This design comes from an exercise in tuning for a short achievable clock period and few clock cycles on the open sky130 flow, not from production work. For this run, only the layout was checked, not whether the RTL still works. No activity file was given, so power comes from the tool's default toggle rates.

==> flow/design.v <==
package risc8_pkg;
	typedef logic [7:0] byte_t;
	typedef logic [15:0] opcode_t;
	typedef logic [15:0] pc_t;
	typedef logic [15:0] addr_t;
	typedef logic [4:0] reg_sel_t;
	typedef logic [4:0] flags_t;
	localparam int FLAG_C = 0;
	localparam int FLAG_Z = 1;
	localparam int FLAG_N = 2;
	localparam int FLAG_V = 3;
	localparam int FLAG_S = 4;
endpackage
module risc8_alu
(
	input  logic              op_sub,
	input  logic              op_and,
	input  logic              op_or,
	input  logic              op_logic,
	input  logic              use_carry,
	input  risc8_pkg::byte_t  p,
	input  risc8_pkg::byte_t  a,
	input  risc8_pkg::flags_t flags_in,
	output risc8_pkg::byte_t  result,
	output risc8_pkg::flags_t flags_out
);
	logic cin;
	risc8_pkg::byte_t g;
	logic [8:0] g0;
	logic [8:0] p0;
	logic [8:0] g1;
	logic [8:0] p1;
	logic [8:0] g2;
	logic [8:0] p2;
	logic [8:0] g3;
	logic [8:0] p3;
	logic [8:0] g4;
	logic [8:0] c;
	risc8_pkg::byte_t sum;
	risc8_pkg::byte_t k;
	logic zero_arith;
	logic zero_logic;
	logic zero;
	logic v;
	assign cin = (use_carry & flags_in[risc8_pkg::FLAG_C]) ^ op_sub;
	assign g = a & ~p;
	assign g0 = {g, cin};
	assign p0 = {p, 1'b0};
	always_comb begin
		for (int i = 0; i < 9; i++) begin
			g1[i] = (i >= 1) ? (g0[i] | (p0[i] & g0[i-1])) : g0[i];
			p1[i] = (i >= 1) ? (p0[i] & p0[i-1]) : p0[i];
		end
		for (int i = 0; i < 9; i++) begin
			g2[i] = (i >= 2) ? (g1[i] | (p1[i] & g1[i-2])) : g1[i];
			p2[i] = (i >= 2) ? (p1[i] & p1[i-2]) : p1[i];
		end
		for (int i = 0; i < 9; i++) begin
			g3[i] = (i >= 4) ? (g2[i] | (p2[i] & g2[i-4])) : g2[i];
			p3[i] = (i >= 4) ? (p2[i] & p2[i-4]) : p2[i];
		end
		for (int i = 0; i < 9; i++)
			g4[i] = (i >= 8) ? (g3[i] | (p3[i] & g3[i-8])) : g3[i];
	end
	assign c = g4;
	assign sum = p ^ c[7:0];
	assign k = {a[6:0] | p[6:0], cin};
	assign zero_arith = (p == k);
	always_comb begin
		if (op_and)
			result = g;
		else if (op_or)
			result = g | p;
		else if (op_logic)
			result = p;
		else
			result = sum;
	end
	assign zero_logic = (result == 8'h00);
	assign zero = op_logic ? zero_logic : zero_arith;
	assign v = ~op_logic & (c[8] ^ c[7]);
	always_comb begin
		flags_out = flags_in;
		if (!op_logic)
			flags_out[risc8_pkg::FLAG_C] = c[8] ^ op_sub;
		flags_out[risc8_pkg::FLAG_Z] = (op_sub & use_carry) ? (zero & flags_in[risc8_pkg::FLAG_Z]) : zero;
		flags_out[risc8_pkg::FLAG_N] = result[7];
		flags_out[risc8_pkg::FLAG_V] = v;
		flags_out[risc8_pkg::FLAG_S] = result[7] ^ v;
	end
endmodule
module risc8_regs
(
	input  logic               clk,
	input  risc8_pkg::reg_sel_t sel_a,
	input  risc8_pkg::reg_sel_t sel_b,
	output risc8_pkg::byte_t    reg_a,
	output risc8_pkg::byte_t    reg_b,
	input  risc8_pkg::reg_sel_t wr_sel,
	input  risc8_pkg::byte_t    wr_data,
	input  logic                wr_en
);
	logic [255:0] rf;
	always_ff @(posedge clk) begin
		for (int i = 0; i < 32; i++)
			if (wr_en && wr_sel == 5'(i))
				rf[i*8 +: 8] <= wr_data;
	end
	assign reg_a = rf[sel_a*8 +: 8];
	assign reg_b = rf[sel_b*8 +: 8];
endmodule
module risc8_decode
(
	input  risc8_pkg::opcode_t  ir,
	output logic                is_alu,
	output logic                is_imm,
	output logic                is_rjmp,
	output logic                is_br,
	output logic                is_out,
	output logic                op_sub,
	output logic                op_and,
	output logic                op_or,
	output logic                op_eor,
	output logic                op_mov,
	output logic                use_carry,
	output logic                store,
	output logic                set_flags,
	output risc8_pkg::reg_sel_t sel_a,
	output risc8_pkg::reg_sel_t sel_b
);
	logic reg_hit;
	always_comb begin
		reg_hit = 1'b1;
		is_imm = 1'b1;
		op_sub = 1'b0;
		op_and = 1'b0;
		op_or = 1'b0;
		op_eor = 1'b0;
		op_mov = 1'b0;
		use_carry = 1'b0;
		store = 1'b1;
		case (ir[15:10])
			6'b000011: ;                                         
			6'b000111: use_carry = 1'b1;                         
			6'b000110: op_sub = 1'b1;                            
			6'b000010: begin op_sub = 1'b1; use_carry = 1'b1; end   
			6'b000101: begin op_sub = 1'b1; store = 1'b0; end    
			6'b000001: begin op_sub = 1'b1; use_carry = 1'b1; store = 1'b0; end   
			6'b001000: op_and = 1'b1;
			6'b001001: op_eor = 1'b1;
			6'b001010: op_or = 1'b1;
			6'b001011: op_mov = 1'b1;
			default: reg_hit = 1'b0;
		endcase
		case (ir[15:12])
			4'b0011: begin op_sub = 1'b1; store = 1'b0; end      
			4'b0100: begin op_sub = 1'b1; use_carry = 1'b1; end  
			4'b0101: op_sub = 1'b1;                              
			4'b0110: op_or = 1'b1;                               
			4'b0111: op_and = 1'b1;                              
			4'b1110: op_mov = 1'b1;                              
			default: is_imm = 1'b0;
		endcase
	end
	assign is_alu = reg_hit | is_imm;
	assign set_flags = is_alu & ~op_mov;
	assign is_rjmp = (ir[15:12] == 4'b1100);
	assign is_br = (ir[15:11] == 5'b11110);
	assign is_out = (ir[15:11] == 5'b10111);
	assign sel_a = {ir[8] | is_imm, ir[7:4]};
	assign sel_b = {ir[9], ir[3:0]};
endmodule
module risc8_execute
(
	input  risc8_pkg::flags_t flags,
	input  logic [2:0]        sel,
	input  logic              clr,
	output logic              taken
);
	logic bit_val;
	always_comb begin
		case (sel)
			3'd0: bit_val = flags[0];
			3'd1: bit_val = flags[1];
			3'd2: bit_val = flags[2];
			3'd3: bit_val = flags[3];
			3'd4: bit_val = flags[4];
			default: bit_val = 1'b0;
		endcase
	end
	assign taken = bit_val ^ clr;
endmodule
module risc8_core
(
	input  logic    clk,
	input  logic    reset,
	output risc8_pkg::pc_t     pc,
	input  risc8_pkg::opcode_t cdata,
	output risc8_pkg::addr_t   data_addr,
	output logic    data_wen,
	output risc8_pkg::byte_t   data_write
);
	localparam int HIST = 12;
	risc8_pkg::pc_t fpc;
	logic s1_v;
	logic halt;
	risc8_pkg::opcode_t ir;
	logic ir_v;
	risc8_pkg::pc_t ir_pc1;
	logic [1:0] skip;
	risc8_pkg::opcode_t hist [HIST];
	logic [HIST-1:0] hist_ok;
	logic inj1;
	logic inj2;
	risc8_pkg::opcode_t inj_w;
	risc8_pkg::opcode_t inj_w2;
	logic dinj_q;
	risc8_pkg::pc_t tq1;
	risc8_pkg::pc_t tq2;
	risc8_pkg::pc_t tq3;
	logic e_sub;
	logic e_and;
	logic e_or;
	logic e_logic;
	logic e_carry;
	logic e_store;
	logic e_setf;
	logic e_out;
	risc8_pkg::reg_sel_t e_dst;
	risc8_pkg::byte_t e_a;
	risc8_pkg::byte_t e_ao;
	risc8_pkg::byte_t e_p;
	risc8_pkg::byte_t e_aon;
	risc8_pkg::byte_t e_pn;
	logic [5:0] e_io;
	logic e_br;
	logic [2:0] e_br_sel;
	logic e_br_clr;
	logic e_br_short;
	logic [1:0] e_br_off;
	risc8_pkg::pc_t e_target;
	logic e_hit;
	risc8_pkg::opcode_t e_tw0;
	risc8_pkg::opcode_t e_tw1;
	risc8_pkg::flags_t sreg;
	logic w_store;
	risc8_pkg::reg_sel_t w_dst;
	risc8_pkg::byte_t w_res;
	logic is_alu;
	logic is_imm;
	logic is_rjmp;
	logic is_br;
	logic is_out;
	logic op_sub;
	logic op_and;
	logic op_or;
	logic op_eor;
	logic op_mov;
	logic use_carry;
	logic store;
	logic set_flags;
	risc8_pkg::reg_sel_t sel_a;
	risc8_pkg::reg_sel_t sel_b;
	risc8_pkg::byte_t rf_a;
	risc8_pkg::byte_t rf_b;
	risc8_pkg::byte_t alu_res;
	risc8_pkg::flags_t alu_flags;
	risc8_pkg::byte_t a_next;
	risc8_pkg::byte_t a_op;
	risc8_pkg::byte_t b_next;
	risc8_pkg::byte_t bx_next;
	logic taken;
	logic e_jump;
	logic e_annul;
	logic e_redirect;
	logic e_inject;
	logic kill_d;
	logic d_v;
	risc8_pkg::pc_t rj_target;
	risc8_pkg::pc_t br_target;
	risc8_pkg::pc_t br_target1;
	risc8_pkg::pc_t br_target2;
	risc8_pkg::pc_t br_target3;
	risc8_pkg::pc_t pc1;
	risc8_pkg::opcode_t tw2;
	logic d_hit3;
	logic rj_short;
	logic rj_far;
	logic [4:0] hm;
	risc8_pkg::opcode_t tw0;
	risc8_pkg::opcode_t tw1;
	logic d_hit;
	logic z_d;
	logic z_arith;
	logic z_logic;
	logic z_e;
	logic d_pre;
	risc8_pkg::opcode_t ir_next;
	logic d_inject;
	logic redirect;
	logic self_jump;
	risc8_decode decode (
		.ir(ir),
		.is_alu(is_alu),
		.is_imm(is_imm),
		.is_rjmp(is_rjmp),
		.is_br(is_br),
		.is_out(is_out),
		.op_sub(op_sub),
		.op_and(op_and),
		.op_or(op_or),
		.op_eor(op_eor),
		.op_mov(op_mov),
		.use_carry(use_carry),
		.store(store),
		.set_flags(set_flags),
		.sel_a(sel_a),
		.sel_b(sel_b)
	);
	risc8_regs regs (
		.clk(clk),
		.sel_a(sel_a),
		.sel_b(sel_b),
		.reg_a(rf_a),
		.reg_b(rf_b),
		.wr_sel(w_dst),
		.wr_data(w_res),
		.wr_en(w_store)
	);
	risc8_alu alu (
		.op_sub(e_sub),
		.op_and(e_and),
		.op_or(e_or),
		.op_logic(e_logic),
		.use_carry(e_carry),
		.p(e_p),
		.a(e_ao),
		.flags_in(sreg),
		.result(alu_res),
		.flags_out(alu_flags)
	);
	risc8_execute cond (
		.flags(sreg),
		.sel(e_br_sel),
		.clr(e_br_clr),
		.taken(taken)
	);
	assign e_jump = e_br & taken;
	assign e_annul = e_jump & e_br_short & (e_br_off != 2'd0);
	assign e_redirect = e_jump & ~e_br_short;
	assign e_inject = e_redirect & e_hit;
	assign kill_d = (skip != 2'd0) | e_annul | e_redirect;
	assign d_v = ir_v & ~kill_d;
	always_comb begin
		if (e_store && e_dst == sel_a)
			a_next = alu_res;
		else if (w_store && w_dst == sel_a)
			a_next = w_res;
		else
			a_next = rf_a;
	end
	always_comb begin
		if (is_imm)
			b_next = {ir[11:8], ir[3:0]};
		else if (e_store && e_dst == sel_b)
			b_next = alu_res;
		else if (w_store && w_dst == sel_b)
			b_next = w_res;
		else
			b_next = rf_b;
	end
	assign a_op = op_mov ? 8'h00 : a_next;
	assign bx_next = op_sub ? ~b_next : b_next;
	assign pc1 = dinj_q ? tq1 : ir_pc1;
	assign rj_target = pc1 + {{4{ir[11]}}, ir[11:0]};
	assign br_target = pc1 + {{9{ir[9]}}, ir[9:3]};
	assign br_target1 = pc1 + ({{9{ir[9]}}, ir[9:3]} + 16'd1);
	assign br_target2 = pc1 + ({{9{ir[9]}}, ir[9:3]} + 16'd2);
	assign br_target3 = pc1 + ({{9{ir[9]}}, ir[9:3]} + 16'd3);
	assign rj_short = (ir[11:2] == 10'd0) & (ir[1:0] != 2'd3);
	assign rj_far = d_v & is_rjmp & ~rj_short;
	assign hm = ~ir[7:3];
	always_comb begin
		d_hit = 1'b0;
		d_hit3 = 1'b0;
		tw0 = hist[0];
		tw1 = hist[0];
		tw2 = hist[0];
		for (int m = 2; m <= HIST; m++)
			if (hm == 5'(m)) begin
				d_hit = hist_ok[m-1];
				d_hit3 = (m >= 3) & hist_ok[m-1];
				tw0 = hist[m-1];
				tw1 = hist[m-2];
				if (m >= 3)
					tw2 = hist[m-3];
			end
		d_hit = d_hit & ir[9] & ir[8] & ~inj1;
		d_hit3 = d_hit3 & ir[9] & ir[8] & ~inj1;
	end
	assign z_arith = ((~e_pn[0]) == ((e_carry & sreg[risc8_pkg::FLAG_C]) ^ e_sub))
		& ((~e_pn[7:1]) == ~(e_aon[6:0] & e_pn[6:0]))
		& (~(e_sub & e_carry) | sreg[risc8_pkg::FLAG_Z]);
	always_comb begin
		if (e_and)
			z_logic = &(e_aon | e_pn);
		else if (e_or)
			z_logic = &(e_aon & e_pn);
		else
			z_logic = &e_pn;
	end
	assign z_e = e_logic ? z_logic : z_arith;
	assign z_d = e_setf ? z_e : sreg[risc8_pkg::FLAG_Z];
	assign d_pre = d_v & is_br & (ir[2:0] == 3'd1) & d_hit3;
	assign d_inject = d_pre & (z_d ^ ir[10]);
	assign ir_next = inj2 ? inj_w2 : inj1 ? inj_w : cdata;
	assign redirect = e_redirect | rj_far;
	assign self_jump = d_v & is_rjmp & (ir[11:0] == 12'hfff);
	assign pc = fpc;
	assign data_wen = e_out;
	assign data_write = e_a;
	assign data_addr = {9'd0, e_io[5], ~e_io[5], e_io[4:0]};
	always_ff @(posedge clk) begin
		if (reset) begin
			fpc <= '0;
			s1_v <= 1'b0;
			inj1 <= 1'b0;
			inj2 <= 1'b0;
			dinj_q <= 1'b0;
			hist_ok <= '0;
			halt <= 1'b0;
			ir_v <= 1'b0;
			skip <= 2'd0;
			e_store <= 1'b0;
			w_store <= 1'b0;
			e_setf <= 1'b0;
			e_out <= 1'b0;
			e_br <= 1'b0;
			sreg <= '0;
		end else begin
			if (halt)
				fpc <= fpc;
			else if (e_inject)
				fpc <= e_target + 16'd2;
			else if (e_redirect)
				fpc <= e_target;
			else if (rj_far)
				fpc <= rj_target;
			else if (dinj_q)
				fpc <= tq3;
			else
				fpc <= fpc + 16'd1;
			s1_v <= ~redirect & ~dinj_q & ~halt;
			halt <= halt | self_jump;
			ir_v <= e_inject | d_inject | ((s1_v | inj1 | inj2) & ~redirect & ~halt);
			inj1 <= e_inject | d_inject;
			inj2 <= dinj_q & ~redirect & ~halt;
			dinj_q <= d_inject;
			if (redirect)
				hist_ok <= '0;
			else if (inj1)
				hist_ok <= HIST'(ir_v);
			else if (ir_v)
				hist_ok <= {hist_ok[HIST-2:0], 1'b1};
			if (e_annul)
				skip <= e_br_off - 2'(ir_v);
			else if (d_v & is_rjmp & rj_short)
				skip <= ir[1:0];
			else if (ir_v && skip != 2'd0)
				skip <= skip - 2'd1;
			e_br <= d_v & is_br & ~d_inject;
			e_store <= d_v & is_alu & store;
			w_store <= e_store;
			e_setf <= d_v & set_flags;
			e_out <= d_v & is_out;
			if (e_setf)
				sreg <= alu_flags;
		end
	end
	always_ff @(posedge clk) begin
		if (e_inject) begin
			ir <= e_tw0;
			ir_pc1 <= e_target + 16'd1;
		end else begin
			ir <= d_inject ? tw0 : ir_next;
			ir_pc1 <= dinj_q ? tq2 : fpc;
		end
		inj_w <= e_inject ? e_tw1 : tw1;
		if (!dinj_q)
			inj_w2 <= tw2;
		tq1 <= br_target1;
		tq2 <= br_target2;
		tq3 <= br_target3;
		if (ir_v) begin
			hist[0] <= ir;
			for (int i = 1; i < HIST; i++)
				hist[i] <= hist[i-1];
		end
		e_hit <= d_hit;
		e_tw0 <= tw0;
		e_tw1 <= tw1;
		e_br_sel <= ir[2:0];
		e_br_clr <= ir[10];
		e_br_short <= ~ir[9] & (ir[8:5] == 4'd0);
		e_br_off <= ir[4:3];
		e_target <= br_target;
		e_sub <= op_sub;
		e_and <= op_and;
		e_or <= op_or;
		e_logic <= op_and | op_or | op_eor | op_mov;
		e_carry <= use_carry;
		e_dst <= sel_a;
		e_io <= {ir[10:9], ir[3:0]};
		e_a <= a_next;
		e_p <= a_op ^ bx_next;
		e_ao <= a_op;
		e_aon <= ~a_op;
		e_pn <= ~(a_op ^ bx_next);
		w_dst <= e_dst;
		w_res <= alu_res;
	end
endmodule
==> flow/flow/run.sh <==
#!/bin/bash
# The standard layout, with the timing repair steps asked to leave
# extra setup slack so that they keep working below the design's period
export SETUP_SLACK_MARGIN=6.5
bash standard.sh > standard.log 2>&1
==> flow/standard.sh <==
#!/bin/bash
# synth_recipe.tcl (not shown) runs the flow's synth.tcl, then flattens the netlist and writes it again
# the make line also repeats each setting of config.mk as NAME=value (left out here)
make -C /OpenROAD-flow-scripts/flow DESIGN_CONFIG=/design/flow/config.mk WORK_HOME=/design/flow/orfs CLKGATE_MAP_FILE= SYNTH_SCRIPT=/design/flow/synth_recipe.tcl "${@:-finish}"
==> flow/config.mk <==
export PLATFORM = sky130hd
export DESIGN_NAME = risc8_core
export DESIGN_NICKNAME = risc8_core
export VERILOG_FILES = /design/flow/design.v
export SDC_FILE = /design/flow/constraint.sdc
export NUM_CORES = 4
export LEC_CHECK = 0
export ABC_CLOCK_PERIOD_IN_PS = 2500
export CAP_MARGIN = 20
export CORE_MARGIN = 2
export CORE_UTILIZATION = 40
export SLEW_MARGIN = 20
==> flow/constraint.sdc <==
create_clock -name core_clock -period 9.0 [get_ports {clk}]
set_input_delay 1.8000 -clock core_clock [delete_from_list [all_inputs] [get_ports {clk}]]
set_output_delay 1.8000 -clock core_clock [all_outputs]
set_load 0.01 [all_outputs]
==> summary.txt <==
CTS
  – Total clock sinks: around 730
  – Worst-path clk slew: about 0.060 ns
  – Clock root cell: clkbuf_16
  – Worst-Skew Late Latency: 0.67 ns
  – CTS Hold Bufs: 0
  – H-tree Lvls: 3
  – Clock buffer count from CTS: 81
  – CTS tree: done
  – Longest Clk Path Bufs: 3

Timing
  – Final worst path period share: 37.9%
  – Final hold vios: 0
  – RSZ-0062 raised after global routing: true
  – Period minus WS final: 3.41 ns
  – Final Slew Violations: 0
  – Worst slew pin tran: 1.17 ns
  – Setup Skew: between 0.03 and 0.04 ns
  – Final setup viols: 0
  – Highest Clock Rate: 293 MHz
  – Total negative slack: 0 ns
  – Relative slew slack: 21.5%

Floorplanning
  – DIE HEIGHT: 310 µm
  – Row count: between 100 and 150
  – Io pins: 59
  – Initial Utilization: 40.3%
  – Total core area: 93200 µm²
  – Total die area: 96300 µm²
  – Die width: 310 µm

Setup path
  – Crit Path Category: flop to flop
  – Setup crit end kind: flop
  – Crit path max fanout: 9
  – Crit path from: ir[4]
  – R2r setup slk: 5.59 ns
  – Crit path arrival time: about 4 ns
  – Critical path data required time: roughly 9.5 ns
  – Reg-to-reg startpoint: ir[4]
  – R2R depth: 13
  – Crit start category: flop

Logic synthesis
  – Flops & latches, synth: 731
  – Cell taking the most area after synthesis: edfxtp_1
  – Post-synthesis cell type count: 97
  – Post-Syn Area: 37500 µm²
  – Mean Syn Cell Area: 11.6 µm²
  – Top post-synthesis cells by area: edfxtp_1 (37%), dfxtp_1 (14%), mux4_2 (7.1%)
  – Dominant synthesized flop cell: edfxtp_1
  – Ys async rst share: 0%
  – Area share of the largest cell type after synthesis: between 30% and 40%
  – Post-synthesis sequential area ratio: between 50% and 60%
  – Cells after Synth: 3233
  – EDFF count, synth: about 460
  – Synth warn: 6

Flow run
  – Max-Cap Viols: 0

Global route
  – Initial antenna violation count: 2
  – First-pass GRT wire length: 190 mm
  – Largest net degree at the start of global routing: between 150 and 200
  – Number of global-route vias before repair: between 20000 and 30000
  – Gr ovfl total: 0
  – GR Util All Layers: a little over a quarter

Route
  – Drt pass-1 iters: 7
  – Via count: approximately 30000
  – Via/cell ratio: 6.22
  – Initial DRC Count: around 4000
  – Final ANT Viol Nets: 0
  – Average wire per standard cell: 27.6 µm
  – Residual DRC: 0
  – Drt total wl: 136 mm

Placement
  – GPL Wtd Cong: 0.871
  – HPWL after DPL: between 70 and 80 mm
  – Port Buffers: 49

Layout
  – Area Growth Syn to Fin: 33.6%
  – Final-stage net count: 3718
  – Layout cells sized above 1: 38.1%
  – Commonest non-fill, non-tap cells in the layout: edfxtp_1 (464), buf_4 (258), nor2_1 (245)
  – Most common cell after layout, fill and taps aside: edfxtp_1

Power and ir drop
  – Peak VDD IR: 0.134 mV
  – PD cells: 182 nW/µm²
  – Power consumption: 9.14 mW
  – Leakage power: roughly 18 nW

Status
  – Status: complete, no violations

Hold path
  – Hold Path Class: flop to flop
==> cell families after synthesis <==
kind of cell	share of synthesized area (%)
AOI/OAI and AO/OA	14.9
xor gates and xnor gates	4.26
adders and majority gates	3.20
buffers and inverters	3.85
DFF	51.4
muxes	12.8
other	0.00999
and+or+nand+nor	9.58
==> cell type report <==
cell class / instances / area (µm²)
Fill cell: 7515 / 43100
Multi-Input combinational cell: 2213 / 20300
Sequential cell: 731 / 19400
Timing Repair Buffer: 496 / 5780
Clock buffer: 112 / 2310
Tap cell: 1254 / 1570
Clock inverter: 38 / 379
Inverter: 83 / 359
Timing Repair inverter: 1 / 8.76
Antenna cell: 2 / 5.00
==> worst min path at each step <==
stage	start	endpoint	slack (ns)	cells past startpoint
4_1_cts	e_dst[2]	w_dst[2]	0.39	0
3_5_place_dp	e_dst[2]	w_dst[2]	0.38	0
6_report	e_dst[2]	w_dst[2]	0.39	0
2_1_floorplan	e_dst[1]	w_dst[1]	0.37	0
3_3_place_gp	e_dst[2]	w_dst[2]	0.38	0
5_1_grt	e_dst[2]	w_dst[2]	0.39	0
==> per-layer routing <==
layer | share of wire, % | routed length (µm) | up-vias | track usage, %
met2 | 46 | 63000 | 1930 | 42.3
li1 | - | - | 13100 | -
met4 | 6.0 | 8150 | 0 | 12.2
met1 | 38 | 51700 | 15100 | 34.6
met3 | 9.6 | 13100 | 490 | 5.54
met5 | 0 | 0 | - | 0
==> worst max-delay path, stage by stage (launching register included) <==
cell and delay [ns]:
dfxtp_4 0.38, ha_4 0.20, buf_4 0.18, nand4bb_1 0.13, buf_6 0.12, o2111a_1 0.24
and4_4 0.25, nand2_1 0.06, mux2i_1 0.33, and3_4 0.30, nor3_4 0.06, a211oi_4 0.38
ha_2 0.28, or3b_4 0.37
==> sequential cells by signal, summed over array words and instances (netlist names), 12 cells and up, named ones only <==
register  flops
regs.rf     256
hist        192
e_target     16
e_tw0        16
e_tw1        16
fpc          16
inj_w2       16
inj_w        16
ir           16
ir_pc1       16
tq3          16
tq1          15
tq2          15
hist_ok      12
==> report_power, final <==
group	switching [mW]	internal [mW]
Combinational	0.839	0.675
Sequential	0.276	3.94
Clock	1.44	1.97
==> cell usage after synthesis (all sizes together) (8+ instances only) <==
cell type	number
o221ai	31
dfxtp	267
mux2i	171
and2	10
and3	22
o22ai	28
nand3	57
ha	88
a2bb2oi	9
a21oi	209
inv	82
edfxtp	464
clkbuf	112
nand4b	10
xnor2	120
nor3	65
a211oi	148
nor2b	28
buf	112
a31oi	15
a21o	14
nor2	288
or2	14
a211o	10
nand2	164
nand2b	17
o21bai	8
mux2	38
or3	11
a221oi	12
nor4	10
a221o	35
nand4	25
o31ai	13
mux4	118
o21ai	197
o211ai	29
a22o	16
a22oi	13
xor2	58
==> timing repair <==
item | 4_1_cts | 5_1_grt
pin swaps | 162 | 257
cloned | 42 | 8
setup endpoints to repair | 266 | 230
buffers inserted | 237 | 121
gates resized for setup | 711 | 370
==> through the flow <==
stage / setup slack, ns / cells / hold slack, ns / instance area [µm²] / utilization (%)
2_1_floorplan: 5.58 / 3241 / 0.373 / 38300 / -
4_1_cts: 5.94 / 4798 / 0.388 / 47300 / 50.8
6_report: 5.59 / 4930 / 0.389 / 50100 / 53.8
5_1_grt: 5.56 / 4928 / 0.392 / 50100 / 53.8
3_5_place_dp: 4.47 / 4369 / 0.384 / 39400 / 42.3
3_3_place_gp: 4.59 / 4369 / 0.382 / 39400 / 42.3

## static timing again, ports no longer ideal
The flow's constraints put no driver on any port. The routed layout listed below was extracted and timed again, unchanged, in two steps.
Step 1 (the two cells are an assumption about what drives the block):
set clk [get_ports {clk}]
set_driving_cell -lib_cell sky130_fd_sc_hd__clkbuf_16 $clk
set_driving_cell -lib_cell sky130_fd_sc_hd__buf_2 [delete_from_list [all_inputs] $clk]
Step 2 moves the port delays by t, midway between the first and last clock arrival at a register: inputs arrive t later, outputs are due t later. That takes back most of the time a late clock gives input paths.
Slacks: ideal / step 1 / step 2; pairs: ideal / step 1.
t (ns): 0.721
setup slack, ns: 5.588 / 5.588 / 5.257
slew at the worst register clock pin (ns): 0.07 / 0.07
After both steps this run still meets setup and hold. The setup slack of this run moves by 0.000 ns with the drivers and by -0.331 ns with both steps.
